Source: an optimization exercise on an open RTL-to-GDS flow (aim: small area, a short achievable clock period and few clock cycles). Production flows keep margins and buffers that such runs may drop.
Only simulation tests tie the RTL to the original design; equivalence was not proved.
Power and IR drop assume default switching activity.

--- flow/flow/run.sh ---
#!/bin/bash
set -euo pipefail
export SETUP_SLACK_MARGIN=7.6
export BUFFER_PORTS_ARGS="-buffer_cell sky130_fd_sc_hd__buf_1"
bash standard.sh > standard.log 2>&1
--- flow/standard.sh ---
#!/bin/bash
# synth_recipe.tcl (not shown) runs the flow's synth.tcl, then flattens the netlist and writes it again
# the make line also repeats each setting of config.mk as NAME=value (left out here)
make -C /OpenROAD-flow-scripts/flow DESIGN_CONFIG=/design/flow/config.mk WORK_HOME=/design/flow/orfs CLKGATE_MAP_FILE= SYNTH_SCRIPT=/design/flow/synth_recipe.tcl "${@:-finish}"
--- flow/constraint.sdc ---
create_clock -name core_clock -period 11.0 [get_ports {clock}]
set_input_delay 2.2000 -clock core_clock [delete_from_list [all_inputs] [get_ports {clock}]]
set_output_delay 2.2000 -clock core_clock [all_outputs]
set_load 0.01 [all_outputs]
--- flow/config.mk ---
export PLATFORM = sky130hd
export DESIGN_NAME = rolling_hash_pattern_marker_core
export DESIGN_NICKNAME = rolling_hash_pattern_marker_core
export VERILOG_FILES = /design/flow/design.v
export SDC_FILE = /design/flow/constraint.sdc
export NUM_CORES = 4
export LEC_CHECK = 0
export CAP_MARGIN = 20
export CORE_MARGIN = 2
export CORE_UTILIZATION = 55
export CTS_CLUSTER_DIAMETER = 80
export CTS_CLUSTER_SIZE = 20
export PLACE_DENSITY = 0.65
export SLEW_MARGIN = 20
--- flow/design.v ---
`timescale 1ns / 1ps
`default_nettype none
package rhpm_pkg;
   localparam logic [7:0] OPEN_MARK  = 8'h5B;
   localparam logic [7:0] CLOSE_MARK = 8'h5D;
   localparam logic [8:0]  SKIP_MAX  = 9'd511;
   localparam logic [15:0] TOTAL_MAX = 16'hFFFF;
endpackage
`default_nettype wire
`timescale 1ns / 1ps
`default_nettype none
module rolling_hash_pattern_marker_core (
   input  wire logic        clock,
   input  wire logic        reset,
   input  wire logic        req_valid,
   output logic             req_stall,
   input  wire logic [7:0]  req_text_byte,
   input  wire logic        req_end_of_line,
   input  wire logic        req_clear_total,
   output logic             rsp_valid,
   input  wire logic        rsp_stall,
   output logic [7:0]       rsp_out_byte,
   output logic             rsp_line_done,
   output logic             rsp_line_matched,
   output logic [15:0]      rsp_total_matches,
   input  wire logic        csr_valid,
   output logic             csr_ready,
   input  wire logic [2:0]  csr_index,
   input  wire logic [63:0] csr_data
);
   logic [7:0]  pat_ff [16];
   logic        pv_lo_ff, pv_hi_ff;
   logic [3:0]  mm1_ff;                  
   logic        sv_ff, hv_ff;
   logic [7:0]  sb_ff, hb_ff;
   logic        se_ff, sc_ff, he_ff, hc_ff;
   logic [7:0]  w_ff [16];
   logic [14:0] dv_ff;
   logic [3:0]  f_ff;                    
   logic        full_ff;                 
   logic        mm_ff;                   
   logic        sz_ff;                   
   logic        sle_ff;                  
   logic [8:0]  skip_ff;
   logic        matched_ff;
   logic [15:0] total_ff;
   logic        busy_ff;
   logic        br_ff;                   
   logic        cl_ff;                   
   logic        beol_ff;                 
   logic        bm_ff;                   
   logic [3:0]  r_ff;
   logic [3:0]  ki_ff;
   logic        ov_ff;
   logic [7:0]  ob_ff;
   logic        od_ff, om_ff;
   logic        csr_wr;
   logic        cr_ff;                   
   assign csr_ready = cr_ff;
   assign csr_wr    = csr_valid && cr_ff;
   assign req_stall = hv_ff;
   logic        out_free, accept, proc, s_load, wait_c;
   logic [7:0]  c;
   logic        eol, clr;
   assign out_free = !ov_ff || !rsp_stall;
   assign accept   = req_valid && !hv_ff;
   assign c        = sb_ff;
   assign eol      = se_ff;
   assign clr      = sc_ff;
   logic [15:0] eq, dn;
   logic        cz, match, may_match;
   assign cz = (c == 8'd0);
   always_comb begin
      for (int i = 0; i < 16; i++) begin
         if ((i < 8) ? pv_lo_ff : pv_hi_ff) begin
            eq[i] = (c == pat_ff[i]);
         end else begin
            eq[i] = cz;
         end
      end
      dn[0] = eq[0];
      for (int i = 1; i < 16; i++) begin
         dn[i] = dv_ff[i-1] & eq[i];
      end
   end
   logic [15:0] sel_m, sel_p;
   logic        eq_m, mm_nx;
   always_comb begin
      for (int i = 0; i < 16; i++) begin
         sel_m[i] = (mm1_ff == 4'(i));
         sel_p[i] = (mm1_ff == 4'(i + 1));
      end
   end
   assign eq_m      = |(sel_m & eq);
   assign match     = mm_ff && eq_m;
   assign mm_nx     = (mm1_ff == 4'd0) || |(sel_p & dn);
   assign may_match = mm_ff;
   logic        full, s_le_f, s_zero;
   logic [3:0]  fl_idx;
   logic [9:0]  skip_sum;
   assign full     = full_ff;
   assign s_zero   = sz_ff;
   assign s_le_f   = sle_ff;
   assign fl_idx   = f_ff - skip_ff[3:0];
   assign skip_sum = {1'b0, skip_ff} + {6'd0, mm1_ff};
   assign wait_c = busy_ff && (may_match || clr || (eol ? s_le_f : (full && s_zero)));
   assign proc   = sv_ff && out_free && !wait_c;
   assign s_load = proc || !sv_ff;
   logic [3:0]  widx;
   logic [7:0]  wbyte;
   assign widx  = busy_ff ? ki_ff : (mm1_ff - 4'd1);
   assign wbyte = (!busy_ff && (mm1_ff == 4'd0)) ? c : w_ff[widx];
   logic        fsz;
   assign fsz = full && s_zero;
   logic        ld;
   logic [7:0]  nb;
   logic        nd, nm;
   always_comb begin
      ld = 1'b0;
      nb = wbyte;
      nd = 1'b0;
      nm = 1'b0;
      if (busy_ff) begin
         ld = out_free;
         if (cl_ff) begin
            nb = rhpm_pkg::CLOSE_MARK;
            nd = beol_ff;
            nm = beol_ff;
         end else begin
            nd = !br_ff && (r_ff == 4'd0);
            nm = !br_ff && (r_ff == 4'd0) && bm_ff;
         end
      end else if (proc) begin
         if (match) begin
            ld = 1'b1;
            nb = rhpm_pkg::OPEN_MARK;
         end else begin
            ld = full && s_zero;
            nd = eol && (mm1_ff == 4'd0);
            nm = eol && (mm1_ff == 4'd0) && matched_ff;
         end
      end
   end
   always_ff @(posedge clock) begin
      if (csr_wr && (csr_index == 3'd0)) begin
         for (int k = 0; k < 8; k++) pat_ff[k] <= csr_data[8*k +: 8];
      end
      if (csr_wr && (csr_index == 3'd1)) begin
         for (int k = 0; k < 8; k++) pat_ff[8+k] <= csr_data[8*k +: 8];
      end
   end
   always_ff @(posedge clock) begin
      if (reset) begin
         pv_lo_ff <= 1'b0;
         pv_hi_ff <= 1'b0;
         mm1_ff   <= 4'd0;
      end else if (csr_wr) begin
         case (csr_index)
            3'd0: pv_lo_ff <= 1'b1;
            3'd1: pv_hi_ff <= 1'b1;
            3'd2: begin
               if (csr_data[4:0] == 5'd0) mm1_ff <= 4'd0;
               else if (csr_data[4]) mm1_ff <= 4'd15;
               else mm1_ff <= csr_data[3:0] - 4'd1;
            end
            default: ;
         endcase
      end
   end
   always_ff @(posedge clock) begin
      if (reset) begin
         sv_ff <= 1'b0;
         cr_ff <= 1'b1;
         hv_ff <= 1'b0;
      end else if (s_load) begin
         sv_ff <= hv_ff || accept;
         cr_ff <= !(hv_ff || accept);
         hv_ff <= 1'b0;
      end else if (accept) begin
         hv_ff <= 1'b1;
      end
      if (s_load) begin
         if (hv_ff) begin
            sb_ff <= hb_ff;
            se_ff <= he_ff;
            sc_ff <= hc_ff;
         end else begin
            sb_ff <= req_text_byte;
            se_ff <= req_end_of_line;
            sc_ff <= req_clear_total;
         end
      end
      if (accept) begin
         hb_ff <= req_text_byte;
         he_ff <= req_end_of_line;
         hc_ff <= req_clear_total;
      end
   end
   always_ff @(posedge clock) begin
      if (proc) begin
         w_ff[0] <= c;
         for (int i = 1; i < 16; i++) w_ff[i] <= w_ff[i-1];
      end
   end
   logic [3:0]  f_nx;
   logic        full_nx;
   logic [8:0]  skip_m, skip_nm, skip_nx;
   logic        sz_nm, sle_nm, sz_nx, sle_nx;
   assign f_nx    = full ? f_ff : (f_ff + 4'd1);
   assign full_nx = full || ((f_ff + 4'd1) == mm1_ff);
   assign skip_m  = (skip_sum > 10'd510) ? 9'd510 : skip_sum[8:0];
   assign skip_nm = (full && !s_zero) ? (skip_ff - 9'd1) : skip_ff;
   assign sz_nm   = s_zero || (full && (skip_ff == 9'd1));
   assign sle_nm  = (skip_nm <= {5'd0, f_nx});
   assign skip_nx = match ? skip_m : skip_nm;
   assign sz_nx   = match ? (s_zero && (mm1_ff == 4'd0)) : sz_nm;
   assign sle_nx  = match ? (s_zero && full_nx) : sle_nm;
   logic [15:0] total_inc, total_nx;
   assign total_inc = (total_ff == rhpm_pkg::TOTAL_MAX) ? total_ff : (total_ff + 16'd1);
   assign total_nx  = clr ? {15'd0, match} : (match ? total_inc : total_ff);
   always_ff @(posedge clock) begin
      if (reset) begin
         dv_ff      <= '0;
         f_ff       <= '0;
         sz_ff      <= 1'b1;
         sle_ff     <= 1'b1;
         skip_ff    <= '0;
         matched_ff <= 1'b0;
         total_ff   <= '0;
      end else if (proc) begin
         total_ff <= total_nx;
         if (eol) begin
            dv_ff      <= '0;
            f_ff       <= '0;
            sz_ff      <= 1'b1;
            sle_ff     <= 1'b1;
            skip_ff    <= '0;
            matched_ff <= 1'b0;
         end else begin
            dv_ff   <= dn[14:0];
            f_ff    <= f_nx;
            skip_ff <= skip_nx;
            sz_ff   <= sz_nx;
            sle_ff  <= sle_nx;
            if (match) matched_ff <= 1'b1;
         end
      end
   end
   always_ff @(posedge clock) begin
      if (reset) begin
         full_ff <= 1'b1;
         mm_ff   <= 1'b1;
      end else if (proc) begin
         full_ff <= eol ? (mm1_ff == 4'd0) : full_nx;
         mm_ff   <= eol ? (mm1_ff == 4'd0) : mm_nx;
      end else if (csr_wr && (csr_index == 3'd2)) begin
         full_ff <= (csr_data[4:0] <= 5'd1);
         mm_ff   <= (csr_data[4:0] <= 5'd1);
      end
   end
   always_ff @(posedge clock) begin
      if (reset) begin
         busy_ff <= 1'b0;
      end else if (busy_ff) begin
         if (out_free && (cl_ff || (!br_ff && (r_ff == 4'd0)))) begin
            busy_ff <= 1'b0;
         end
      end else if (proc) begin
         busy_ff <= match || (eol && s_le_f && !(fsz && (mm1_ff == 4'd0)));
      end
      if (busy_ff) begin
         if (out_free && !cl_ff) begin
            if (r_ff == 4'd0) begin
               cl_ff <= 1'b1;
            end else begin
               r_ff <= r_ff - 4'd1;
            end
            if (!proc) ki_ff <= ki_ff - 4'd1;
         end
      end else begin
         br_ff   <= match;
         cl_ff   <= 1'b0;
         beol_ff <= eol;
         bm_ff   <= matched_ff;
         r_ff    <= match ? mm1_ff : fsz ? (mm1_ff - 4'd1) : fl_idx;
         ki_ff   <= match ? mm1_ff : fsz ? (mm1_ff - 4'd1) : fl_idx;
      end
   end
   always_ff @(posedge clock) begin
      if (reset) begin
         ov_ff <= 1'b0;
      end else if (ld) begin
         ov_ff <= 1'b1;
      end else if (!rsp_stall) begin
         ov_ff <= 1'b0;
      end
      if (ld) begin
         ob_ff <= nb;
         od_ff <= nd;
         om_ff <= nm;
      end
   end
   assign rsp_valid         = ov_ff;
   assign rsp_out_byte      = ob_ff;
   assign rsp_line_done     = od_ff;
   assign rsp_line_matched  = om_ff;
   assign rsp_total_matches = total_ff;
endmodule
`default_nettype wire
==> results of run 1 <==
==> power breakdown <==
part | internal (W) | switching, W
Sequential | 0.00155 | 0.0000501
Combinational | 0.000114 | 0.000187
Clock | 0.000369 | 0.000421
==> Yosys cell counts (all sizes together), types with 3 or more instances <==
library cell  number  area share (%)
clkbuf            43            0.99
or4               12            0.55
nand3             35             1.1
o211ai             6            0.28
a22oi             49             2.3
a221oi             6            0.32
a211o              8            0.43
xor2              14            0.76
nor2b              8            0.31
mux2              10            0.69
a21o               8            0.38
and2               3            0.13
and3              22            0.88
o311ai             5            0.27
or3               12            0.46
nor3b              7            0.32
a31oi              9            0.35
o21a               6            0.28
o2111ai            6            0.32
dfxtp             60             7.4
a222oi             9            0.55
a21oi             48             1.5
o21ai             38             1.2
ha                24             1.8
nor2              50             1.2
edfxtp           297              55
mux2i             11            0.68
nor4               9            0.53
nor3              34             1.1
nand2             59             1.4
xnor2            143             7.7
nand4             56             2.2
buf               32             1.8
a32oi              4            0.31
o31ai             16            0.77
o22ai             11            0.42
inv               29            0.67
a41oi              3            0.16
a22o               6            0.32
a211oi             6            0.28
nand2b             8            0.31
==> final cells by class <==
cell class | count | area (sq um)
Clock buffer | 37 | 595.6
Fill cell | 2362 | 11050
Sequential cell | 357 | 10130
Inverter | 29 | 135.1
Multi-Input combinational cell | 789 | 5715
Timing Repair Buffer | 143 | 729.5
Timing Repair inverter | 1 | 11.26
Tap cell | 384 | 480.5
Antenna cell | 4 | 10.01
==> repair_timing <==
item	CTS	global route
resized for setup	21	20
setup endpoints to repair	145	178
buffers inserted	9	2
pin swaps	0	0
cloned	0	1
==> cells by family (layout without fill, tap and decap cells) <==
| kind of cell | Yosys count | after routing | synth area share, % |
|---|---|---|---|
| and+or+nand+nor | 322 | 322 | 10.67 |
| xor gates and xnor gates | 157 | 157 | 8.468 |
| buffers and inverters | 104 | 210 | 3.514 |
| DFF | 357 | 357 | 62.32 |
| adders and majority gates | 26 | 26 | 2.096 |
| other | 0 | 4 | 0 |
| muxes | 21 | 21 | 1.372 |
| AOI/OAI and AO/OA | 263 | 263 | 11.56 |
==> sequential cells by signal, indices dropped and copies added (netlist names), 4 cells and up <==
signal / count
ob_ff: 8
r_ff: 4
w_ff: 128
skip_ff: 9
sb_ff: 8
hb_ff: 8
mm1_ff: 4
f_ff: 4
pat_ff: 128
ki_ff: 4
total_ff: 16
dv_ff: 14
==> critical path, delay by kind of cell <==
kind            cells  cell delay, ns
compound gates      2            0.38
buf+inv             1            0.62
simple gates        2            0.57
==> final timing paths <==
check              from         end  slack, ns  cells past startpoint
min reg2reg  matched_ff       bm_ff       0.45                      0
max reg2reg    sb_ff[3]     r_ff[1]       7.71                     10
min          matched_ff       bm_ff       0.45                      0
max               reset  skip_ff[7]       7.64                      5
==> metal layers <==
layer  up-vias  wire (um)
met4         0       1204
met5         -          0
met3        61       2485
met1      5151      15700
met2       414      16710
li1       4973          -
==> cell usage in the layout, fill, tap and decap left out, types with 15 or more instances in the layout <==
cell type,instances
edfxtp_1,297
xnor2_1,142
buf_1,107
nand4_1,56
nand2_1,55
dfxtp_1,54
a22oi_1,49
nor2_1,49
a21oi_1,46
nand3_1,35
o21ai_0,33
inv_1,27
nor3_1,27
buf_4,26
ha_1,23
and3_1,21
clkbuf_16,21
o31ai_1,15
clkbuf_1,15
==> metrics by stage <==
stage | area [sq um] | utilization, % | hold WS (ns)
after floorplan | 16390 | - | 0.4082
after global placement | 16930 | 58.67 | 0.4166
after detailed placement | 16940 | 58.68 | 0.4183
after CTS | 17690 | 61.29 | 0.4378
after global routing | 17800 | 61.68 | 0.4460
final | 17810 | 61.72 | 0.4450
==> impl_metrics.env, run 1 <==
export IMPL_yosysSeqAreaShare_pct=62.32
export IMPL_min_period_ns=3.356
export IMPL_grt_overflow_total=0
export IMPL_clock_latency_ns=0.53
export IMPL_final_nets=1450
export IMPL_synth_warning_count=3
export IMPL_busiest_layer="met2"
export IMPL_cts_hold_buffers=0
export IMPL_end_kind="register"
export IMPL_instances_no_fill=1744
export IMPL_crit_fanout=39
export IMPL_tightest_slew_ns=1.006
export IMPL_dp_hpwl_um=23920
export IMPL_total_power_w=0.002692
export IMPL_hold_path_class="register to register"
export IMPL_cts_root_buf="clkbuf_16"
export IMPL_cp_slowest_cell="buf_2"
export IMPL_drv_slew=0
export IMPL_numCtsBuffers=21
export IMPL_cts_tree="done"
export IMPL_maxCapViolCount=0
export IMPL_power_density_mw_per_mm2=151.2
export IMPL_rsz0062_at_grt="true"
export IMPL_clock_skew_final_ns=0.01858
export IMPL_clkSlewWorstSetupHoldPaths_ns=0.08
export IMPL_relSlewSlack_pct=32.72
export IMPL_design_die_area_sq_mm=0.03091
export IMPL_crit_chain="buf_2 > nor2_1 > and2_1 > a41o_1 > a31o_1"
export IMPL_ios=111
export IMPL_met2_usage_pct=37.24
export IMPL_drc=0
export IMPL_worstSetupStartpointType="primary input"
export IMPL_ys_types=77
export IMPL_grt_pass1_vias=10130
export IMPL_grt_max_degree=83
export IMPL_grt_util_met1_pct=32.91
export IMPL_dp_slack_ns=6.346
export IMPL_antenna_found_initial=4
export IMPL_die_h_um=175.8
export IMPL_routedWlPerCell_um=20.70
export IMPL_synthArstFlopShare_pct=0
export IMPL_ant_nets=0
export IMPL_worstPathRequired_ns=11.43
export IMPL_synthCells=1250
export IMPL_gp_congestion=0.9088
export IMPL_wl_um=36100
export IMPL_max_clock_path_buffers=3
export IMPL_fp_coreArea_sq_mm=0.02886
export IMPL_min_period_over_period_pct=30.51
export IMPL_final_layout_size_suffix_gt1_share_pct=8.555
export IMPL_port_buffers=110
export IMPL_place_inst=1691
export IMPL_via_per_inst=6.077
export IMPL_die_w_um=175.8
export IMPL_outcome="no timing/DRC/antenna violations"
export IMPL_num_vias=10600
export IMPL_ys_flop_type="edfxtp_1"
export IMPL_crit_type="primary input to register"
export IMPL_cts_htree_levels=1
export IMPL_leakage_nw=5.659
export IMPL_max_stage_delay_ns=0.62
export IMPL_worst_ir_drop_vdd_v=0.0001440
export IMPL_max_freq_ghz=0.2980
export IMPL_syn_to_final_growth_pct=9.678
export IMPL_numClockSinks=357
export IMPL_synth_edf_count=297
export IMPL_grt_pass1_wl_um=56300
export IMPL_worst_slack_ns=7.644
export IMPL_grtUsageMet3_pct=3.745
export IMPL_hold_violations=0
export IMPL_setup_violations=0
export IMPL_grt_total_usage_pct=23.29
export IMPL_synth_seq_cells=357
export IMPL_dr_pass1_iters=6
export IMPL_setup_tns_ns=0
export IMPL_drt_first_iter_violations=1002
export IMPL_syn_area_sq_mm=0.01624
export IMPL_arrival_ns=3.78
export IMPL_syn_nets=1358
export IMPL_fp_row_count=62
export IMPL_syn_avg_cell_area_sq_um=12.99
export IMPL_initial_core_util_pct=56.27
Testbench counts, summed over its fixed seeds: cycles 16,069.
==> run 2: changes to the inputs <==
==> flow/flow/run.sh (replaced) <==
#!/bin/bash
set -euo pipefail
export SETUP_SLACK_MARGIN=7.7
export BUFFER_PORTS_ARGS="-buffer_cell sky130_fd_sc_hd__buf_1"
bash standard.sh > standard.log 2>&1
--- a/flow/config.mk
+++ b/flow/config.mk
@@ -10,4 +10,5 @@
 export CORE_UTILIZATION = 55
-export CTS_CLUSTER_DIAMETER = 80
-export CTS_CLUSTER_SIZE = 20
+export CTS_BUF_LIST = sky130_fd_sc_hd__clkbuf_8
+export CTS_CLUSTER_DIAMETER = 60
+export CTS_CLUSTER_SIZE = 15
 export PLACE_DENSITY = 0.65
==> run 2 against run 1 <==
  * Largest cell class unchanged
  * Setup slack got worse by 0.013 ns
  * Critical path depth decreased by 4
  * Global-route usage increased by 0.85 points
  * Largest power group unchanged
  * Combinational power increased by 6%
  * Still clean on timing, DRC and antenna
  * Synthesized cell count unchanged
  * Worst hold slack got worse by 0.0047 ns
  * Count of clock-buffer cells in the layout decreased by 4
  * Sequential share of layout area decreased by 1.5 points
  * Critical endpoint is now rsp_out_byte[0]
  * Sequential power about the same
==> impl_metrics.env, run 2 <==
export IMPL_outcome="no timing/DRC/antenna violations"
export IMPL_num_fill_cells=2311
export IMPL_gp_congestion=0.8768
export IMPL_relSlewSlack_pct=33.44
export IMPL_rsz0062_at_grt="true"
export IMPL_setup_violations=0
export IMPL_synth_area_leaders="edfxtp_1 (55%), xnor2_1 (7.7%), dfxtp_1 (7.4%)"
export IMPL_port_buffers=110
export IMPL_max_stage_delay_ns=0.41
export IMPL_synthMuxAreaShare_pct=1.372
export IMPL_synth_warning_count=3
export IMPL_final_common_cell="edfxtp_1"
export IMPL_min_period_ns=3.370
export IMPL_crit_fanout=1
export IMPL_place_inst=1694
export IMPL_ys_types=77
export IMPL_routedWlPerCell_um=20.96
export IMPL_dp_hpwl_um=24160
export IMPL_reg_largest_list="pat_ff: 128 flops, w_ff: 128 flops, total_ff: 16 flops"
export IMPL_antenna_found_initial=3
export IMPL_grt_total_usage_pct=24.14
export IMPL_synth_compound_area_share_pct=11.56
export IMPL_yosysTopAreaCell="edfxtp_1"
export IMPL_cts_hold_buffers=0
export IMPL_arrival_ns=1.17
export IMPL_hold_violations=0
export IMPL_fp_coreArea_sq_mm=0.02886
export IMPL_die_h_um=175.8
export IMPL_leakage_nw=6.027
export IMPL_min_period_over_period_pct=30.63
export IMPL_grt_pass1_vias=10100
export IMPL_cp_num_buf_inv=1
export IMPL_hold_path_class="register to register"
export IMPL_dp_slack_ns=6.327
export IMPL_worstSetupStartpointType="register"
export IMPL_drt_first_iter_violations=918
export IMPL_clock_latency_ns=0.62
export IMPL_dr_pass1_iters=6
export IMPL_cp_slowest_cell="edfxtp_1"
export IMPL_final_layout_size_suffix_gt1_share_pct=15.94
export IMPL_ios=111
export IMPL_via_per_inst=6.011
export IMPL_tightest_slew_ns=0.9908
export IMPL_design_die_area_sq_mm=0.03091
export IMPL_synth_top_area_share_pct=54.92
export IMPL_synthCells=1250
export IMPL_syn_area_sq_mm=0.01624
export IMPL_drv_slew=0
export IMPL_power_density_mw_per_mm2=144.9
export IMPL_syn_avg_cell_area_sq_um=12.99
export IMPL_setup_tns_ns=0
export IMPL_numCtsBuffers=30
export IMPL_cts_root_buf="clkbuf_8"
export IMPL_die_w_um=175.8
export IMPL_synth_xor_area_share_pct=8.468
export IMPL_syn_nets=1358
export IMPL_initial_core_util_pct=56.27
export IMPL_crit_type="register to output pin"
export IMPL_ys_flop_type="edfxtp_1"
export IMPL_instances_no_fill=1786
export IMPL_syn_to_final_growth_pct=13.15
export IMPL_cts_tree="done"
export IMPL_clock_skew_final_ns=0.02804
export IMPL_synth_edf_count=297
export IMPL_max_clock_path_buffers=3
export IMPL_grt_pass1_wl_um=57820
export IMPL_synth_seq_cells=357
export IMPL_ant_nets=0
export IMPL_worstPathRequired_ns=8.80
export IMPL_final_util_pct=63.67
export IMPL_crit_chain="buf_1"
export IMPL_grt_overflow_total=0
export IMPL_drc=0
export IMPL_num_vias=10740
export IMPL_end_kind="output pin"
export IMPL_max_freq_ghz=0.2968
export IMPL_worst_slack_ns=7.630
export IMPL_synthArstFlopShare_pct=0
export IMPL_grt_max_degree=73
export IMPL_synthAdderAreaFrac_pct=2.096
export IMPL_synth_top_family_by_area="compound AO/OA/AOI/OAI gates"
export IMPL_synth_simple_area_share_pct=10.67
export IMPL_clkSlewWorstSetupHoldPaths_ns=0.10
export IMPL_cts_htree_levels=1
export IMPL_synth_commonest_cells="edfxtp_1 (297), xnor2_1 (143), dfxtp_1 (60)"
export IMPL_worst_ir_drop_vdd_v=0.0001138
export IMPL_numClockSinks=357
export IMPL_wl_um=37440
export IMPL_final_cell_mix="edfxtp_1 (297), xnor2_1 (142), buf_1 (80)"
export IMPL_yosysSeqAreaShare_pct=62.32
export IMPL_fp_row_count=62
export IMPL_fin_hold_ws_ns=0.4403
export IMPL_final_nets=1485
export IMPL_critPathTopFamily="flip-flops"
export IMPL_maxCapViolCount=0
export IMPL_synthMostInstantiatedCell="edfxtp_1"
## run 2: cell counts after synthesis
No cell type changed its count.
## run 2: through the flow
stage	power, W	cell area, sq um
floorplan	0.001833	16540
global placement	0.001913	17070
detailed placement	0.001918	17070
CTS	0.002676	18210
global route	0.002764	18370
finish	0.002662	18370
## run 2: cells by family (layout without fill, tap and decap cells)
kind of cell               after synthesis  after routing
DFF                                    357            357
and+or+nand+nor                        322            322
AOI/OAI and AO/OA                      263            263
xor gates and xnor gates               157            157
buffers and inverters                  104            253
adders and majority gates               26             26
muxes                                   21             21
other                                    0              3
## run 2: where the power goes
group	switching (W)	total [W]	leakage [nW]	internal, W
Clock	0.000440	0.000746	0.351	0.000305
Combinational	0.000197	0.000320	2.41	0.000123
Sequential	0.0000466	0.00160	3.27	0.00155
Total	0.000684	0.00266	6.03	0.00198
## run 2: path summary, 6_finish.rpt
kind / cells past startpoint / start / slack, ns / end
max: 1 / ob_ff[0] / 7.63 / rsp_out_byte[0]
min reg2reg: 0 / matched_ff / 0.44 / bm_ff
max reg2reg: 11 / sb_ff[6] / 7.81 / total_ff[9]
min: 0 / matched_ff / 0.44 / bm_ff
## run 2: layout make-up
class	count	area (sq um)	share of cell area, %
clock inverter	21	130.1	0.7083
antenna	3	7.507	0.04086
timing repair buffer	169	1117	6.081
tap	384	480.5	2.615
clock buffer	33	454.2	2.472
sequential	357	10170	55.38
multi-input combinational	789	5874	31.97
timing repair inverter	1	8.758	0.04767
inverter	29	125.1	0.6810
## run 2: per-layer routing
layer	global-route usage, %	part of all wire, %	wire length, um
met1	34.84	44	16550
met4	4.236	1.6	586
met3	4.048	6.8	2550
met2	39.30	47	17760
met5	0	0	0
## run 2: timing repair
action,4_1_cts,5_1_grt
setup endpoints to repair,163,53
cloned,3,0
resized for setup,89,35
pin swaps,2,4
buffers inserted,28,4
==> run 3: changes to the inputs <==
==> flow/flow/run.sh (replaced) <==
#!/bin/bash
set -euo pipefail
export SETUP_SLACK_MARGIN=7.6
export BUFFER_PORTS_ARGS="-buffer_cell sky130_fd_sc_hd__buf_1"
bash standard.sh > standard.log 2>&1
--- a/flow/config.mk
+++ b/flow/config.mk
@@ -13,2 +13,3 @@
 export CTS_CLUSTER_SIZE = 15
+export GPL_TIMING_DRIVEN = 0
 export PLACE_DENSITY = 0.65
==> run 3 against run 2 <==
  * Via count is 3.1% higher
  * Synthesized cell count did not move
  * Worst hold slack better by 0.012 ns
  * First-iteration DRC count grew 19%
  * Clock power is 0.7% higher
  * Critical path depth stayed put
  * Core utilization is 0.23 points higher
  * Non-clock buffer count up 38
  * Combinational power increased by 8.7%
  * Die area is the same
  * Clock skew fell by 0.0015 ns
  * Largest cell class unchanged
==> impl_metrics.env, run 3 <==
export IMPL_outcome="no timing/DRC/antenna violations"
export IMPL_via_per_inst=6.076
export IMPL_cp_num_buf_inv=1
export IMPL_fp_row_count=62
export IMPL_grtUsageMet3_pct=4.437
export IMPL_switching_share_pct=26.07
export IMPL_synth_commonest_cells="edfxtp_1 (297), xnor2_1 (143), dfxtp_1 (60)"
export IMPL_numClockSinks=357
export IMPL_cp_slowest_cell="edfxtp_1"
export IMPL_clkSlewWorstSetupHoldPaths_ns=0.10
export IMPL_dp_hpwl_um=27830
export IMPL_max_freq_ghz=0.2952
export IMPL_synth_top_area_share_pct=54.92
export IMPL_cts_hold_buffers=0
export IMPL_pwr_share_comb_pct=13.0
export IMPL_cts_htree_levels=1
export IMPL_synth_warning_count=3
export IMPL_yosysSeqAreaShare_pct=62.32
export IMPL_min_period_ns=3.387
export IMPL_final_cell_mix="edfxtp_1 (297), xnor2_1 (142), buf_1 (101)"
export IMPL_setup_tns_ns=0
export IMPL_worstSetupStartpointType="register"
export IMPL_syn_area_sq_mm=0.01624
export IMPL_clkPwrFrac_pct=27.9
export IMPL_maxCapViolCount=0
export IMPL_hp_start="matched_ff"
export IMPL_final_cell_area_sq_mm=0.01844
export IMPL_wl_um=40180
export IMPL_clock_skew_final_ns=0.02656
export IMPL_switchingPower_w=0.0007015
export IMPL_hold_path_class="register to register"
export IMPL_worst_ir_drop_vdd_v=0.0001360
export IMPL_die_w_um=175.8
export IMPL_r2r_slack_ns=7.63
export IMPL_synth_seq_cells=357
export IMPL_hold_violations=0
export IMPL_port_buffers=110
export IMPL_met2_usage_pct=42.24
export IMPL_fin_hold_ws_ns=0.4528
export IMPL_final_nets=1523
export IMPL_ys_flop_type="edfxtp_1"
export IMPL_design_die_area_sq_mm=0.03091
export IMPL_rr_worst_depth=10
export IMPL_rsz0062_at_grt="true"
export IMPL_synthArstFlopShare_pct=0
export IMPL_syn_to_final_growth_pct=13.55
export IMPL_postPlaceCellArea_sq_mm=0.01748
export IMPL_crit_chain="clkbuf_2"
export IMPL_max_clock_path_buffers=3
export IMPL_min_period_over_period_pct=30.80
export IMPL_synth_area_leaders="edfxtp_1 (55%), xnor2_1 (7.7%), dfxtp_1 (7.4%)"
export IMPL_grt_pass1_vias=10700
export IMPL_busiest_layer="met2"
export IMPL_final_common_cell="edfxtp_1"
export IMPL_hold_depth=0
export IMPL_cts_tree="done"
export IMPL_r2r_end="ob_ff[2]"
export IMPL_end_kind="output pin"
export IMPL_leakage_nw=5.986
export IMPL_grt_pass1_wl_um=61380
export IMPL_grt_total_usage_pct=26.03
export IMPL_numCtsBuffers=31
export IMPL_initial_core_util_pct=56.27
export IMPL_ios=111
export IMPL_cts_root_buf="clkbuf_8"
export IMPL_arrival_ns=1.19
export IMPL_synth_edf_count=297
export IMPL_power_share_sequential_pct=59.2
export IMPL_ys_types=77
export IMPL_drv_slew=0
export IMPL_crit_type="register to output pin"
export IMPL_max_stage_delay_ns=0.43
export IMPL_synthMostInstantiatedCell="edfxtp_1"
export IMPL_syn_nets=1358
export IMPL_dr_pass1_iters=5
export IMPL_final_layout_size_suffix_gt1_share_pct=14.71
export IMPL_critPathTopFamily="flip-flops"
export IMPL_die_h_um=175.8
export IMPL_tightest_slew_ns=0.9347
export IMPL_drc=0
export IMPL_worstPathRequired_ns=8.80
export IMPL_num_vias=11070
export IMPL_min_delay_worst_endpoint="bm_ff"
export IMPL_grt_overflow_total=0
export IMPL_crit_fanout=1
export IMPL_internal_power_w=0.001989
export IMPL_setup_violations=0
export IMPL_syn_avg_cell_area_sq_um=12.99
export IMPL_gp_congestion=0.9476
export IMPL_synthCells=1250
export IMPL_regToRegStartpoint="mm1_ff[1]"
export IMPL_antenna_found_initial=5
export IMPL_grt_max_degree=70
export IMPL_power_density_mw_per_mm2=145.9
export IMPL_grt_util_met1_pct=35.85
export IMPL_fp_coreArea_sq_mm=0.02886
export IMPL_yosysTopAreaCell="edfxtp_1"
export IMPL_routedWlPerCell_um=22.05
export IMPL_ant_nets=0
export IMPL_relSlewSlack_pct=37.56
export IMPL_reg_largest_list="pat_ff: 128 flops, w_ff: 128 flops, total_ff: 16 flops"
export IMPL_clock_latency_ns=0.63
export IMPL_drt_first_iter_violations=1092
-- run 3: cell count changes in the layout (fill, tap and decap cells not counted), sizes merged --
cell | previous run | this run
clkbuf | 45 | 80
inv | 48 | 36
clkinv | 2 | 9
buf | 156 | 159
clkinvlp | 0 | 2
diode | 3 | 4
-- run 3: routing by layer --
metal	vias up	routed length, um
met3	82	2880
met2	416	18890
met1	5429	17000
met4	2	1385
met5	-	14
li1	5141	-
-- run 3: through the flow --
stage	cells	util (%)	power [W]	worst slack, ns
floorplan	1250	-	0.001826	6.406
global placement	1744	59.89	0.001937	5.436
detailed placement	1756	60.58	0.001948	6.824
CTS	1810	63.31	0.002704	7.521
global route	1818	63.86	0.002793	7.502
finish	1822	63.89	0.002691	7.613
-- run 3: area by class of cell --
class / count / area, sq um
Antenna cell: 4 / 10.01
Buffer: 75 / 555.5
Clock buffer: 33 / 454.2
Clock inverter: 19 / 136.4
Fill cell: 2314 / 10420
Inverter: 29 / 108.9
Multi-Input combinational cell: 789 / 5853
Sequential cell: 357 / 10150
Tap cell: 384 / 480.5
Timing Repair Buffer: 132 / 689.4
-- run 3: worst max path at each step --
stage                       startpoint         endpoint  slack (ns)  cells past startpoint
after floorplan           csr_index[2]    pat_ff[10][0]        6.41                      2
after global placement    csr_index[2]    pat_ff[14][5]        5.44                      3
after detailed placement     rsp_stall            mm_ff        6.82                     10
after CTS                    mm1_ff[1]         ob_ff[2]        7.52                     13
after global routing         mm1_ff[1]         ob_ff[2]        7.50                     10
final                         ob_ff[0]  rsp_out_byte[0]        7.61                      1
-- run 3: logic make-up after synthesis --
| group | Yosys count | share of synthesized area [%] |
|---|---|---|
| multiplexers | 21 | 1.372 |
| AO/OA/AOI/OAI | 263 | 11.56 |
| buffers and inverters | 104 | 3.514 |
| XOR/XNOR | 157 | 8.468 |
| adder cells (fa/ha/maj) | 26 | 2.096 |
| AND/OR/NAND/NOR | 322 | 10.67 |
| flip-flops | 357 | 62.32 |
-- run 3: what timing repair did --
action / CTS / global route
pin swaps: 1 / 10
gates resized for setup: 55 / 36
setup endpoints to repair: 55 / 41
gates cloned: 1 / 0
buffers inserted: 1 / 8
-- run 3: power by group through the flow --
| stage | sequential [W] | clock, W | combinational, W |
|---|---|---|---|
| after floorplan | 0.00161 | 0 | 0.000216 |
| after global placement | 0.00162 | 0 | 0.000317 |
| after detailed placement | 0.00162 | 0 | 0.000327 |
| after CTS | 0.00159 | 0.000772 | 0.000341 |
| after global routing | 0.00160 | 0.000819 | 0.000375 |
| final | 0.00159 | 0.000751 | 0.000348 |
==> run 4: changes to the inputs <==
--- a/flow/config.mk
+++ b/flow/config.mk
@@ -13,3 +13,2 @@
 export CTS_CLUSTER_SIZE = 15
-export GPL_TIMING_DRIVEN = 0
 export PLACE_DENSITY = 0.65
==> run 4 against run 3 <==
  * Still clean
  * Combinational power fell by 14%
  * Non-clock buffer count fell by 64
  * Sequential power barely moved
  * First-iteration DRC count rose by 2.7%
  * Critical endpoint is now rsp_out_byte[3]
  * Largest cell class unchanged
  * Highest routed layer is now met4
==> impl_metrics.env, run 4 <==
export IMPL_outcome="no timing/DRC/antenna violations"
export IMPL_min_period_ns=3.407
export IMPL_cts_htree_levels=1
export IMPL_grt_pass1_wl_um=56630
export IMPL_design_die_area_sq_mm=0.03091
export IMPL_synthArstFlopShare_pct=0
export IMPL_syn_area_sq_mm=0.01624
export IMPL_final_layout_size_suffix_gt1_share_pct=11.72
export IMPL_routedWlPerCell_um=20.43
export IMPL_synthMostInstantiatedCell="edfxtp_1"
export IMPL_crit_chain="clkbuf_2"
export IMPL_end_kind="output pin"
export IMPL_hold_violations=0
export IMPL_max_stage_delay_ns=0.45
export IMPL_worstPathRequired_ns=8.80
export IMPL_r2r_end="r_ff[1]"
export IMPL_power_density_mw_per_mm2=148.3
export IMPL_fp_coreArea_sq_mm=0.02886
export IMPL_drv_slew=0
export IMPL_crit_fanout=1
export IMPL_clkSlewWorstSetupHoldPaths_ns=0.10
export IMPL_port_buffers=110
export IMPL_numCtsBuffers=31
export IMPL_rr_worst_depth=10
export IMPL_initial_core_util_pct=56.27
export IMPL_wl_um=36000
export IMPL_clock_skew_final_ns=0.03503
export IMPL_fp_row_count=62
export IMPL_yosysTopAreaCell="edfxtp_1"
export IMPL_synth_warning_count=3
export IMPL_rsz0062_at_grt="true"
export IMPL_hold_depth=0
export IMPL_dr_pass1_iters=5
export IMPL_crit_type="register to output pin"
export IMPL_ys_flop_type="edfxtp_1"
export IMPL_cts_tree="done"
export IMPL_grt_pass1_vias=10190
export IMPL_r2r_slack_ns=7.76
export IMPL_relSlewSlack_pct=34.73
export IMPL_min_period_over_period_pct=30.98
export IMPL_max_freq_ghz=0.2935
export IMPL_drc=0
export IMPL_synthCells=1250
export IMPL_synth_top_area_share_pct=54.92
export IMPL_ios=111
export IMPL_gp_congestion=0.9088
export IMPL_arrival_ns=1.21
export IMPL_yosysSeqAreaShare_pct=62.32
export IMPL_num_vias=10660
export IMPL_syn_avg_cell_area_sq_um=12.99
export IMPL_clock_latency_ns=0.62
export IMPL_tightest_slew_ns=0.9755
export IMPL_synth_area_leaders="edfxtp_1 (55%), xnor2_1 (7.7%), dfxtp_1 (7.4%)"
export IMPL_critPathTopFamily="flip-flops"
export IMPL_final_cell_mix="edfxtp_1 (297), xnor2_1 (142), buf_1 (96)"
export IMPL_dp_hpwl_um=23920
export IMPL_die_w_um=175.8
export IMPL_ys_types=77
export IMPL_grt_overflow_total=0
export IMPL_die_h_um=175.8
export IMPL_setup_violations=0
export IMPL_grt_max_degree=83
export IMPL_worst_ir_drop_vdd_v=0.00009900
export IMPL_crit_path_end="rsp_out_byte[3]"
export IMPL_regToRegStartpoint="sb_ff[7]"
export IMPL_final_nets=1459
export IMPL_syn_nets=1358
export IMPL_cp_num_cells=1
export IMPL_numClockSinks=357
export IMPL_startpoint="ob_ff[3]"
export IMPL_cp_slowest_cell="edfxtp_1"
export IMPL_setup_tns_ns=0
export IMPL_fin_hold_ws_ns=0.4397
export IMPL_ant_nets=0
export IMPL_synth_edf_count=297
export IMPL_drt_first_iter_violations=1122
export IMPL_synth_commonest_cells="edfxtp_1 (297), xnor2_1 (143), dfxtp_1 (60)"
export IMPL_cts_root_buf="clkbuf_8"
export IMPL_leakage_nw=5.772
export IMPL_grt_total_usage_pct=23.40
export IMPL_antenna_found_initial=4
export IMPL_maxCapViolCount=0
export IMPL_via_per_inst=6.052
export IMPL_reg_largest_list="pat_ff: 128 flops, w_ff: 128 flops, total_ff: 16 flops"
export IMPL_max_clock_path_buffers=3
export IMPL_hold_path_class="register to register"
export IMPL_synth_seq_cells=357
export IMPL_syn_to_final_growth_pct=9.747
export IMPL_worstSetupStartpointType="register"
export IMPL_cp_num_buf_inv=1
export IMPL_final_common_cell="edfxtp_1"
-- run 4: cell counts after synthesis --
No cell type changed its count.
-- run 4: where the power goes --
| part | internal [W] | switching, W |
|---|---|---|
| clock network | 0.000288 | 0.000454 |
| logic | 0.000115 | 0.000186 |
| registers | 0.00155 | 0.0000501 |
-- run 4: final cells by class --
class	count	area, sq um
Timing Repair Buffer	143	754.5
Inverter	29	125.1
Sequential cell	357	10150
Antenna cell	4	10.01
Fill cell	2370	11040
Clock buffer	33	454.2
Clock inverter	23	135.1
Multi-Input combinational cell	789	5709
Tap cell	384	480.5
-- run 4: through the flow --
step | setup slack (ns) | std cells | power [W] | util (%) | instance area (sq um)
2_1_floorplan | 6.406 | 1250 | 0.001826 | - | 16390
3_3_place_gp | 6.378 | 1691 | 0.001908 | 58.67 | 16930
3_5_place_dp | 6.346 | 1691 | 0.001915 | 58.68 | 16940
4_1_cts | 7.555 | 1758 | 0.002657 | 61.38 | 17710
5_1_grt | 7.548 | 1758 | 0.002751 | 61.72 | 17810
6_report | 7.593 | 1762 | 0.002644 | 61.75 | 17820
-- run 4: kinds of logic after synthesis --
family                   Yosys count  share of synthesized area [%]
AO/OA/AOI/OAI                    263                          11.56
XOR/XNOR                         157                          8.468
adder cells (fa/ha/maj)           26                          2.096
buffers and inverters            104                          3.514
flip-flops                       357                          62.32
multiplexers                      21                          1.372
AND/OR/NAND/NOR                  322                          10.67
-- run 4: repair_timing --
item | in CTS | in global routing
hold buffers | 0 | 0
gates resized for setup | 33 | 36
endpoints found under the setup margin | 158 | 56
setup buffers | 11 | 0
-- run 4: worst min-delay path by stage --
stage | from | endpoint | slack, ns
floorplan | matched_ff | bm_ff | 0.41
finish | matched_ff | bm_ff | 0.44
detailed placement | matched_ff | bm_ff | 0.42
global placement | matched_ff | bm_ff | 0.42
CTS | matched_ff | bm_ff | 0.44
global route | matched_ff | bm_ff | 0.45
-- run 4: routing by layer --
layer / part of all wire [%] / wire (um) / global-route usage, % / vias to the layer above
li1: - / - / - / 5005
met1: 43 / 15510 / 32.88 / 5183
met2: 46 / 16670 / 37.37 / 417
met3: 7.4 / 2655 / 4.221 / 59
met4: 3.2 / 1154 / 7.197 / 0
met5: 0 / 0 / 0 / -
==> run 5: changes to the inputs <==
--- a/flow/config.mk
+++ b/flow/config.mk
@@ -13,2 +13,3 @@
 export CTS_CLUSTER_SIZE = 15
+export GPL_ROUTABILITY_DRIVEN = 0
 export PLACE_DENSITY = 0.65
==> run 5 against run 4 <==
  * Final cell count is the same
  * First-iteration DRC count unchanged
  * Total power unchanged
  * Highest routed layer unchanged
  * Count of clock-buffer cells in the layout stayed put
  * Sequential cell count stayed put
  * Fmax did not move
  * Synthesized cell count unchanged
  * Non-clock buffer count unchanged
  * Critical path depth did not move
==> impl_metrics.env, run 5 <==
export IMPL_outcome="no timing/DRC/antenna violations"
export IMPL_clkSlewWorstSetupHoldPaths_ns=0.10
export IMPL_hp_start="matched_ff"
export IMPL_crit_fanout=1
export IMPL_ios=111
export IMPL_via_per_inst=6.052
export IMPL_fp_coreArea_sq_mm=0.02886
export IMPL_dp_hpwl_um=23920
export IMPL_grt_overflow_total=0
export IMPL_numClockSinks=357
export IMPL_regToRegStartpoint="sb_ff[7]"
export IMPL_cp_num_buf_inv=1
export IMPL_grt_max_degree=83
export IMPL_multi_input_area_sq_mm=0.005709
export IMPL_min_period_over_period_pct=30.98
export IMPL_relSlewSlack_pct=34.73
export IMPL_setup_tns_ns=0
export IMPL_initial_core_util_pct=56.27
export IMPL_ant_nets=0
export IMPL_final_util_pct=61.75
export IMPL_final_nets=1459
export IMPL_final_cell_mix="edfxtp_1 (297), xnor2_1 (142), buf_1 (96)"
export IMPL_synth_seq_cells=357
export IMPL_route_met3_wl_um=2655
export IMPL_worst_ir_drop_vdd_v=0.00009900
export IMPL_arrival_ns=1.21
export IMPL_maxCapViolCount=0
export IMPL_drv_slew=0
export IMPL_drt_first_iter_violations=1122
export IMPL_end_kind="output pin"
export IMPL_yosysTopAreaCell="edfxtp_1"
export IMPL_die_w_um=175.8
export IMPL_critPathTopFamily="flip-flops"
export IMPL_wl_um=36000
export IMPL_clock_skew_final_ns=0.03503
export IMPL_synth_top_area_share_pct=54.92
export IMPL_r2r_end="r_ff[1]"
export IMPL_r2r_slack_ns=7.76
export IMPL_routedWlPerCell_um=20.43
export IMPL_wl_met2_um=16670
export IMPL_rr_worst_depth=10
export IMPL_regArea_sq_mm=0.01015
export IMPL_hold_path_class="register to register"
export IMPL_min_period_ns=3.407
export IMPL_cts_root_buf="clkbuf_8"
export IMPL_reg_largest_list="pat_ff: 128 flops, w_ff: 128 flops, total_ff: 16 flops"
export IMPL_antenna_found_initial=4
export IMPL_synthArstFlopShare_pct=0
export IMPL_grt_pass1_vias=10190
export IMPL_max_freq_ghz=0.2935
export IMPL_syn_avg_cell_area_sq_um=12.99
export IMPL_num_fill_cells=2370
export IMPL_synth_commonest_cells="edfxtp_1 (297), xnor2_1 (143), dfxtp_1 (60)"
export IMPL_power_density_mw_per_mm2=148.3
export IMPL_cts_hold_buffers=0
export IMPL_syn_nets=1358
export IMPL_synth_warning_count=3
export IMPL_cp_slowest_cell="edfxtp_1"
export IMPL_max_clock_path_buffers=3
export IMPL_yosysSeqAreaShare_pct=62.32
export IMPL_synthMostInstantiatedCell="edfxtp_1"
export IMPL_final_layout_size_suffix_gt1_share_pct=11.72
export IMPL_ys_types=77
export IMPL_port_buffers=110
export IMPL_wl_met1_um=15510
export IMPL_worstPathRequired_ns=8.80
export IMPL_cts_tree="done"
export IMPL_route_top_layer_used="met4"
export IMPL_clock_latency_ns=0.62
export IMPL_max_stage_delay_ns=0.45
export IMPL_crit_type="register to output pin"
export IMPL_ys_flop_type="edfxtp_1"
export IMPL_setup_violations=0
export IMPL_crit_chain="clkbuf_2"
export IMPL_synth_edf_count=297
export IMPL_leakage_nw=5.772
export IMPL_fp_row_count=62
export IMPL_tightest_slew_ns=0.9755
export IMPL_synth_area_leaders="edfxtp_1 (55%), xnor2_1 (7.7%), dfxtp_1 (7.4%)"
export IMPL_syn_area_sq_mm=0.01624
export IMPL_hold_violations=0
export IMPL_numCtsBuffers=31
export IMPL_syn_to_final_growth_pct=9.747
export IMPL_grt_pass1_wl_um=56630
export IMPL_rsz0062_at_grt="true"
export IMPL_die_h_um=175.8
export IMPL_worstSetupStartpointType="register"
export IMPL_synthCells=1250
export IMPL_min_delay_worst_endpoint="bm_ff"
export IMPL_design_die_area_sq_mm=0.03091
export IMPL_dr_pass1_iters=5
export IMPL_cts_htree_levels=1
export IMPL_drc=0
export IMPL_num_vias=10660
export IMPL_final_common_cell="edfxtp_1"
export IMPL_hold_depth=0
export IMPL_grt_total_usage_pct=23.40
run 5: per-stage QoR:
stage               power, W  std cells  hold WS, ns  worst slack, ns  cell area (sq um)
detailed placement  0.001915       1691       0.4183            6.346              16940
global placement    0.001908       1691       0.4166            6.378              16930
CTS                 0.002657       1758       0.4403            7.555              17710
floorplan           0.001826       1250       0.4082            6.406              16390
global route        0.002751       1758       0.4493            7.548              17810
finish              0.002644       1762       0.4397            7.593              17820
run 5: cell families (layout without fill, tap and decap cells):
logic type | count (synthesis) | after routing | synth area share (%)
other cells | 0 | 4 | 0
flops | 357 | 357 | 62.32
mux | 21 | 21 | 1.372
fa+ha+maj | 26 | 26 | 2.096
simple gates | 322 | 322 | 10.67
compound gates | 263 | 263 | 11.56
xor+xnor | 157 | 157 | 8.468
buf+inv | 104 | 228 | 3.514
run 5: power by group:
part	internal, W	switching (W)	leakage [nW]	total [W]
clock network	0.000288	0.000454	0.359	0.000742
registers	0.00155	0.0000501	3.27	0.00160
logic	0.000115	0.000186	2.15	0.000300
run 5: what timing repair did:
| item | 4_1_cts | 5_1_grt |
|---|---|---|
| endpoints found under the hold margin | 0 | 0 |
| endpoints found under the setup margin | 158 | 56 |
| buffers inserted | 11 | 0 |
| resized for setup | 33 | 36 |
run 5: per-layer routing:
metal	up-vias	GRT usage [%]
met5	-	0
met4	0	7.197
met3	59	4.221
met2	417	37.37
met1	5183	32.88
li1	5005	-
run 5: final cells by class:
cell class,instances,area share (%)
Clock inverter,23,0.7583
Clock buffer,33,2.549
Antenna cell,4,0.05617
Tap cell,384,2.696
Timing Repair Buffer,143,4.234
Sequential cell,357,56.97
Inverter,29,0.7021
Multi-Input combinational cell,789,32.04
run 5: how the worst max path moves through the flow:
| stage | start | to | slack, ns | cells after the start |
|---|---|---|---|---|
| CTS | ob_ff[3] | rsp_out_byte[3] | 7.56 | 1 |
| detailed placement | rsp_stall | w_ff[10][6] | 6.35 | 6 |
| global route | ob_ff[0] | rsp_out_byte[0] | 7.55 | 1 |
| global placement | rsp_stall | w_ff[10][6] | 6.38 | 6 |
| floorplan | csr_index[2] | pat_ff[10][0] | 6.41 | 2 |
| finish | ob_ff[3] | rsp_out_byte[3] | 7.59 | 1 |
==> run 6: changes to the inputs <==
--- a/flow/config.mk
+++ b/flow/config.mk
@@ -9,3 +9,3 @@
 export CORE_MARGIN = 2
-export CORE_UTILIZATION = 55
+export CORE_UTILIZATION = 60
 export CTS_BUF_LIST = sky130_fd_sc_hd__clkbuf_8
@@ -13,4 +13,3 @@
 export CTS_CLUSTER_SIZE = 15
-export GPL_ROUTABILITY_DRIVEN = 0
-export PLACE_DENSITY = 0.65
+export PLACE_DENSITY = 0.7
 export SLEW_MARGIN = 20
==> run 6 against run 5 <==
  * Still clean on timing, DRC and antenna
  * Sequential cell count did not move
  * Non-clock buffer count grew 6
  * Routed wire length is 1.2% lower
  * Sequential power about the same
  * Synthesized cell count is the same
  * Via count up 0.31%
  * Sequential share of layout area is 0.28 points lower
  * Total power rose by 2.6%
  * First-iteration DRC count increased by 12%
  * Fmax up 1.4%
  * Count of clock-buffer cells in the layout decreased by 1
  * Critical path type unchanged
  * Critical endpoint is now rsp_total_matches[12]
  * Largest cell class unchanged
==> impl_metrics.env, run 6 <==
export IMPL_yosysTopAreaCell="edfxtp_1"
export IMPL_ant_nets=0
export IMPL_rr_worst_depth=10
export IMPL_synthMuxAreaShare_pct=1.372
export IMPL_cts_tree="done"
export IMPL_numClockSinks=357
export IMPL_synthAdderAreaFrac_pct=2.096
export IMPL_grt_overflow_total=0
export IMPL_final_layout_size_suffix_gt1_share_pct=11.73
export IMPL_yosysSeqAreaShare_pct=62.32
export IMPL_total_power_w=0.002711
export IMPL_hold_violations=0
export IMPL_dp_hpwl_um=23240
export IMPL_synth_top_area_share_pct=54.92
export IMPL_port_buffers=110
export IMPL_antenna_cells=0
export IMPL_grt_max_degree=69
export IMPL_clock_latency_ns=0.61
export IMPL_rsz0062_at_grt="true"
export IMPL_fp_coreArea_sq_mm=0.02673
export IMPL_via_per_inst=6.212
export IMPL_ys_flop_type="edfxtp_1"
export IMPL_hold_depth=0
export IMPL_syn_to_final_growth_pct=10.22
export IMPL_wl_um=35580
export IMPL_worstPathRequired_ns=8.80
export IMPL_pwr_share_comb_pct=11.5
export IMPL_tightest_slew_ns=1.069
export IMPL_syn_nets=1358
export IMPL_fp_row_count=60
export IMPL_leakage_nw=5.856
export IMPL_die_h_um=168.5
export IMPL_max_stage_delay_ns=0.38
export IMPL_cp_num_buf_inv=1
export IMPL_synth_top_family_by_area="compound AO/OA/AOI/OAI gates"
export IMPL_final_cell_mix="edfxtp_1 (297), xnor2_1 (142), buf_1 (98)"
export IMPL_outcome="no timing/DRC/antenna violations"
export IMPL_antenna_found_initial=1
export IMPL_clock_skew_final_ns=0.01939
export IMPL_startpoint="total_ff[12]"
export IMPL_synth_edf_count=297
export IMPL_design_die_area_sq_mm=0.02840
export IMPL_synthCells=1250
export IMPL_hp_start="matched_ff"
export IMPL_power_share_sequential_pct=58.8
export IMPL_internal_power_w=0.002040
export IMPL_clkSlewWorstSetupHoldPaths_ns=0.10
export IMPL_drv_slew=0
export IMPL_crit_fanout=6
export IMPL_num_fill_cells=2000
export IMPL_end_kind="output pin"
export IMPL_grt_total_usage_pct=24.99
export IMPL_setup_tns_ns=0
export IMPL_syn_area_sq_mm=0.01624
export IMPL_reg_largest_list="pat_ff: 128 flops, w_ff: 128 flops, total_ff: 16 flops"
export IMPL_ios=111
export IMPL_critPathTopFamily="flip-flops"
export IMPL_cp_num_cells=1
export IMPL_min_period_over_period_pct=30.56
export IMPL_cp_slowest_cell="dfxtp_2"
export IMPL_multi_input_area_sq_mm=0.005695
export IMPL_drc=0
export IMPL_crit_chain="buf_1"
export IMPL_grt_pass1_wl_um=55580
export IMPL_initial_core_util_pct=60.76
export IMPL_synth_warning_count=3
export IMPL_max_freq_ghz=0.2975
export IMPL_cts_root_buf="clkbuf_8"
export IMPL_die_w_um=168.5
export IMPL_max_clock_path_buffers=3
export IMPL_synth_simple_area_share_pct=10.67
export IMPL_worst_ir_drop_vdd_v=0.0001083
export IMPL_synthArstFlopShare_pct=0
export IMPL_numCtsBuffers=30
export IMPL_min_period_ns=3.361
export IMPL_cts_hold_buffers=0
export IMPL_synth_xor_area_share_pct=8.468
export IMPL_crit_type="register to output pin"
export IMPL_synth_compound_area_share_pct=11.56
export IMPL_clkPwrFrac_pct=29.7
export IMPL_drt_first_iter_violations=1255
export IMPL_synthMostInstantiatedCell="edfxtp_1"
export IMPL_switchingPower_w=0.0006715
export IMPL_num_vias=10700
export IMPL_regToRegStartpoint="sb_ff[0]"
export IMPL_cts_htree_levels=1
export IMPL_final_util_pct=66.97
export IMPL_hold_path_class="register to register"
export IMPL_grt_pass1_vias=10070
export IMPL_gp_congestion=0.9232
export IMPL_switching_share_pct=24.77
export IMPL_ys_types=77
export IMPL_routedWlPerCell_um=20.66
export IMPL_regArea_sq_mm=0.01015
export IMPL_dr_pass1_iters=5
export IMPL_instances_no_fill=1722
export IMPL_arrival_ns=1.16
export IMPL_synth_area_leaders="edfxtp_1 (55%), xnor2_1 (7.7%), dfxtp_1 (7.4%)"
export IMPL_syn_avg_cell_area_sq_um=12.99
export IMPL_worstSetupStartpointType="register"
export IMPL_synth_commonest_cells="edfxtp_1 (297), xnor2_1 (143), dfxtp_1 (60)"
export IMPL_final_nets=1465
export IMPL_relSlewSlack_pct=28.46
export IMPL_final_common_cell="edfxtp_1"
export IMPL_synth_seq_cells=357
export IMPL_place_inst=1653
export IMPL_maxCapViolCount=0
export IMPL_setup_violations=0
export IMPL_power_density_mw_per_mm2=151.5
-- run 6: cell types whose count changed in the layout (fill, tap and decap cells not counted), moves of 2 or more --
cell and delta:
dfxtp_2 -2, clkbuf_2 -2, dfxtp_1 +3, clkinv_2 -2, buf_1 +2, bufbuf_16 +2
bufinv_16 +4, clkinv_8 -2, diode_2 -4, inv_6 +3, buf_4 +7
-- run 6: area by class of cell --
class                      instances  area share [%]
clock buffer                      32           2.461
inverter                          29          0.6991
clock inverter                    24           1.209
timing repair inverter             1         0.04894
timing repair buffer             149           4.684
tap                              341           2.384
multi-input combinational        789           31.82
sequential                       357           56.69
-- run 6: routing by layer --
metal	track usage [%]	routed length (um)
met1	36.13	15350
met2	39.27	16460
met3	3.928	2666
met4	8.208	1093
met5	0	14
-- run 6: power groups by stage --
stage / Sequential (W) / Combinational (W) / Clock (W)
5_1_grt: 0.00160 / 0.000340 / 0.000874
6_report: 0.00159 / 0.000313 / 0.000805
2_1_floorplan: 0.00161 / 0.000216 / 0
4_1_cts: 0.00159 / 0.000306 / 0.000824
3_5_place_dp: 0.00162 / 0.000285 / 0
3_3_place_gp: 0.00162 / 0.000280 / 0
-- run 6: path summary, 6_finish.rpt --
| check | endpoint | slack, ns |
|---|---|---|
| min reg2reg | bm_ff | 0.44 |
| max reg2reg | ki_ff[1] | 7.74 |
| max | rsp_total_matches[12] | 7.64 |
| min | bm_ff | 0.44 |
-- run 6: cells by family (layout without fill, tap and decap cells) --
logic type | count (synthesis) | in the layout
and+or+nand+nor | 322 | 322
DFF | 357 | 357
xor gates and xnor gates | 157 | 157
AOI/OAI and AO/OA | 263 | 263
adders and majority gates | 26 | 26
buffers and inverters | 104 | 235
muxes | 21 | 21
-- run 6: timing repair --
item                       4_1_cts  5_1_grt
setup buffers                    4        6
setup endpoints to repair      203       56
gates resized for setup         39       24
cloned                           3        0
-- run 6: through the flow --
stage	hold WS [ns]	setup WS, ns	area, sq um
after floorplan	0.4082	6.406	16390
after global routing	0.4615	7.570	17900
after CTS	0.4417	7.588	17770
after global placement	0.4182	6.042	16910
final	0.4405	7.639	17900
after detailed placement	0.4167	5.970	16910
==> run 7: changes to the inputs <==
--- a/flow/config.mk
+++ b/flow/config.mk
@@ -9,3 +9,3 @@
 export CORE_MARGIN = 2
-export CORE_UTILIZATION = 60
+export CORE_UTILIZATION = 50
 export CTS_BUF_LIST = sky130_fd_sc_hd__clkbuf_8
@@ -13,3 +13,3 @@
 export CTS_CLUSTER_SIZE = 15
-export PLACE_DENSITY = 0.7
+export PLACE_DENSITY = 0.6
 export SLEW_MARGIN = 20
==> run 7 against run 6 <==
  * Worst hold slack lost 0.0041 ns
  * Final area is essentially flat
  * Largest cell class unchanged
  * Final cell count grew 5.0%
  * Core utilization shrank 11 points
  * Critical endpoint is now rsp_line_matched
  * Die area grew 20%
  * Register-to-register slack gained 0.04 ns
  * Routed wire length grew 3.8%
  * Sequential power is essentially flat
  * Via count shrank 1.4%
  * Setup slack lost 0.069 ns
  * Critical path type unchanged
  * Area after synthesis is the same
==> impl_metrics.env, run 7 <==
export IMPL_syn_to_final_growth_pct=10.25
export IMPL_grt_pass1_wl_um=57200
export IMPL_tightest_slew_ns=1.037
export IMPL_total_power_w=0.002666
export IMPL_setup_tns_ns=0
export IMPL_min_period_ns=3.431
export IMPL_clock_skew_final_ns=0.02941
export IMPL_clock_latency_ns=0.63
export IMPL_max_freq_ghz=0.2915
export IMPL_die_h_um=184.2
export IMPL_hold_violations=0
export IMPL_synth_simple_area_share_pct=10.67
export IMPL_rr_worst_depth=11
export IMPL_ys_flop_type="edfxtp_1"
export IMPL_fp_row_count=65
export IMPL_design_die_area_sq_mm=0.03393
export IMPL_synthArstFlopShare_pct=0
export IMPL_leakage_nw=5.773
export IMPL_r2r_end="ob_ff[3]"
export IMPL_grt_pass1_vias=10140
export IMPL_drc=0
export IMPL_ys_types=77
export IMPL_critPathTopFamily="flip-flops"
export IMPL_port_buffers=110
export IMPL_final_nets=1459
export IMPL_synth_edf_count=297
export IMPL_r2r_slack_ns=7.78
export IMPL_ios=111
export IMPL_die_w_um=184.2
export IMPL_worstSetupStartpointType="register"
export IMPL_outcome="no timing/DRC/antenna violations"
export IMPL_grt_total_usage_pct=21.78
export IMPL_place_inst=1746
export IMPL_num_vias=10550
export IMPL_synthCells=1250
export IMPL_clkSlewWorstSetupHoldPaths_ns=0.11
export IMPL_synth_top_family_by_area="compound AO/OA/AOI/OAI gates"
export IMPL_final_cell_mix="edfxtp_1 (297), xnor2_1 (142), buf_1 (88)"
export IMPL_synth_compound_area_share_pct=11.56
export IMPL_synth_area_leaders="edfxtp_1 (55%), xnor2_1 (7.7%), dfxtp_1 (7.4%)"
export IMPL_crit_chain="buf_6"
export IMPL_routedWlPerCell_um=20.43
export IMPL_arrival_ns=1.23
export IMPL_cp_num_cells=1
export IMPL_min_period_over_period_pct=31.19
export IMPL_reg_largest_list="pat_ff: 128 flops, w_ff: 128 flops, total_ff: 16 flops"
export IMPL_crit_fanout=1
export IMPL_max_clock_path_buffers=3
export IMPL_power_density_mw_per_mm2=148.9
export IMPL_antenna_found_initial=5
export IMPL_via_per_inst=5.835
export IMPL_drt_first_iter_violations=864
export IMPL_cts_hold_buffers=0
export IMPL_dr_pass1_iters=6
export IMPL_syn_nets=1358
export IMPL_cts_tree="done"
export IMPL_synth_xor_area_share_pct=8.468
export IMPL_synthMuxAreaShare_pct=1.372
export IMPL_synthAdderAreaFrac_pct=2.096
export IMPL_crit_type="register to output pin"
export IMPL_fp_coreArea_sq_mm=0.03180
export IMPL_setup_violations=0
export IMPL_grt_overflow_total=0
export IMPL_synth_commonest_cells="edfxtp_1 (297), xnor2_1 (143), dfxtp_1 (60)"
export IMPL_yosysTopAreaCell="edfxtp_1"
export IMPL_cts_root_buf="clkbuf_8"
export IMPL_synth_warning_count=3
export IMPL_initial_core_util_pct=51.06
export IMPL_startpoint="om_ff"
export IMPL_num_fill_cells=2725
export IMPL_cts_htree_levels=1
export IMPL_hold_path_class="register to register"
export IMPL_yosysSeqAreaShare_pct=62.32
export IMPL_synth_seq_cells=357
export IMPL_ant_nets=0
export IMPL_gp_congestion=0.8402
export IMPL_syn_avg_cell_area_sq_um=12.99
export IMPL_rsz0062_at_grt="true"
export IMPL_end_kind="output pin"
export IMPL_final_layout_size_suffix_gt1_share_pct=12.55
export IMPL_worstPathRequired_ns=8.80
export IMPL_cp_num_buf_inv=1
export IMPL_wl_um=36930
export IMPL_syn_area_sq_mm=0.01624
export IMPL_numClockSinks=357
export IMPL_drv_slew=0
export IMPL_relSlewSlack_pct=30.30
export IMPL_postPlaceCellArea_sq_mm=0.01703
export IMPL_numCtsBuffers=31
export IMPL_fin_hold_ws_ns=0.4363
export IMPL_instances_no_fill=1808
export IMPL_max_stage_delay_ns=0.45
export IMPL_synthMostInstantiatedCell="edfxtp_1"
export IMPL_worst_ir_drop_vdd_v=0.0001110
export IMPL_regToRegStartpoint="sb_ff[5]"
export IMPL_maxCapViolCount=0
export IMPL_final_cell_area_sq_mm=0.01790
export IMPL_crit_path_end="rsp_line_matched"
export IMPL_final_common_cell="edfxtp_1"
export IMPL_synth_top_area_share_pct=54.92
export IMPL_grt_max_degree=73
export IMPL_cp_slowest_cell="edfxtp_1"
export IMPL_dp_hpwl_um=24290
==> run 7: cell type report <==
| type | instances | area, sq um | area share [%] |
|---|---|---|---|
| Inverter | 29 | 125.1 | 0.6989 |
| Clock buffer | 31 | 426.7 | 2.383 |
| Sequential cell | 357 | 10160 | 56.73 |
| Timing Repair Buffer | 143 | 747.0 | 4.172 |
| Antenna cell | 3 | 7.507 | 0.04193 |
| Tap cell | 435 | 544.3 | 3.040 |
| Clock inverter | 21 | 168.9 | 0.9435 |
| Multi-Input combinational cell | 789 | 5727 | 31.99 |
==> run 7: per-layer routing <==
metal	routed length [um]	up-vias	track usage, %
met4	975	4	5.952
met3	2464	56	3.991
met1	16520	5144	30.78
met2	16950	339	34.75
li1	-	5007	-
met5	23	-	0
==> run 7: through the flow <==
stage	setup WS, ns	util (%)
4_1_cts	7.504	55.98
2_1_floorplan	6.406	-
3_3_place_gp	6.361	53.54
5_1_grt	7.517	56.28
3_5_place_dp	6.368	53.55
6_report	7.569	56.30
==> run 7: worst register-to-register path: stages, from the launching register on <==
cell and delay, ns:
edfxtp_1 0.43, buf_12 0.18, buf_12 0.14, xnor2_1 0.18, nand4_1 0.21, o21ai_0 0.54
nand4_1 0.17, o311ai_1 0.17, o41ai_4 0.15, buf_12 0.23, a31oi_2 0.30, buf_4 0.24
==> run 7: kinds of logic after synthesis <==
kind of cell | Yosys count
AOI/OAI and AO/OA | 263
xor gates and xnor gates | 157
adders and majority gates | 26
buffers and inverters | 104
DFF | 357
muxes | 21
and+or+nand+nor | 322
==> run 7: report_power, final <==
| group | internal [W] | switching, W |
|---|---|---|
| logic | 0.000114 | 0.000191 |
| clock network | 0.000316 | 0.000451 |
| registers | 0.00155 | 0.0000437 |
| total | 0.00198 | 0.000686 |
==> run 7: what timing repair did <==
item,4_1_cts,5_1_grt
setup buffers,7,0
pin swaps,0,0
gates resized for setup,45,35
endpoints found under the hold margin,0,0
setup endpoints to repair,152,48
gates cloned,0,0
==> run 7: how the worst min path moves through the flow <==
stage          slack [ns]         from          end  depth (start not counted)
2_1_floorplan        0.41   matched_ff        bm_ff                          0
3_5_place_dp         0.43   matched_ff        bm_ff                          0
6_report             0.44   w_ff[1][0]   w_ff[2][0]                          0
4_1_cts              0.45   w_ff[8][0]   w_ff[9][0]                          0
3_3_place_gp         0.42   matched_ff        bm_ff                          0
5_1_grt              0.46  w_ff[14][6]  w_ff[15][6]                          0

-- what the ideal ports hide --
The flow's constraints put no driver on any port. The routed layouts listed below were extracted and timed again, unchanged, in two steps.
Step 1 sets driving cells, clkbuf_16 on the clock port and buf_2 on the other inputs (assumed; they add their load-dependent delay and slew).
Step 2 also shifts input and output timing later by t, the mid clock arrival at the registers, as if the neighbouring blocks saw the same clock.
Three values: ideal ports, drivers, drivers and shift; two values: the first two.
run	t, ns	setup slack, ns	pins driven straight from the clock port
run 1	0.570	7.644 / 7.606 / 7.099	1
run 2	0.649	7.630 / 7.583 / 7.124	1
run 3	0.663	7.613 / 7.564 / 6.992	1
run 4	0.643	7.593 / 7.547 / 7.076	1
run 5	0.643	7.593 / 7.547 / 7.076	1
run 6	0.645	7.639 / 7.596 / 7.045	1
run 7	0.659	7.569 / 7.522 / 7.034	1
After both steps every run listed still meets setup and hold. For run 3, which loses most, drivers alone change the setup slack by -0.049 ns; drivers and shift together by -0.621 ns.
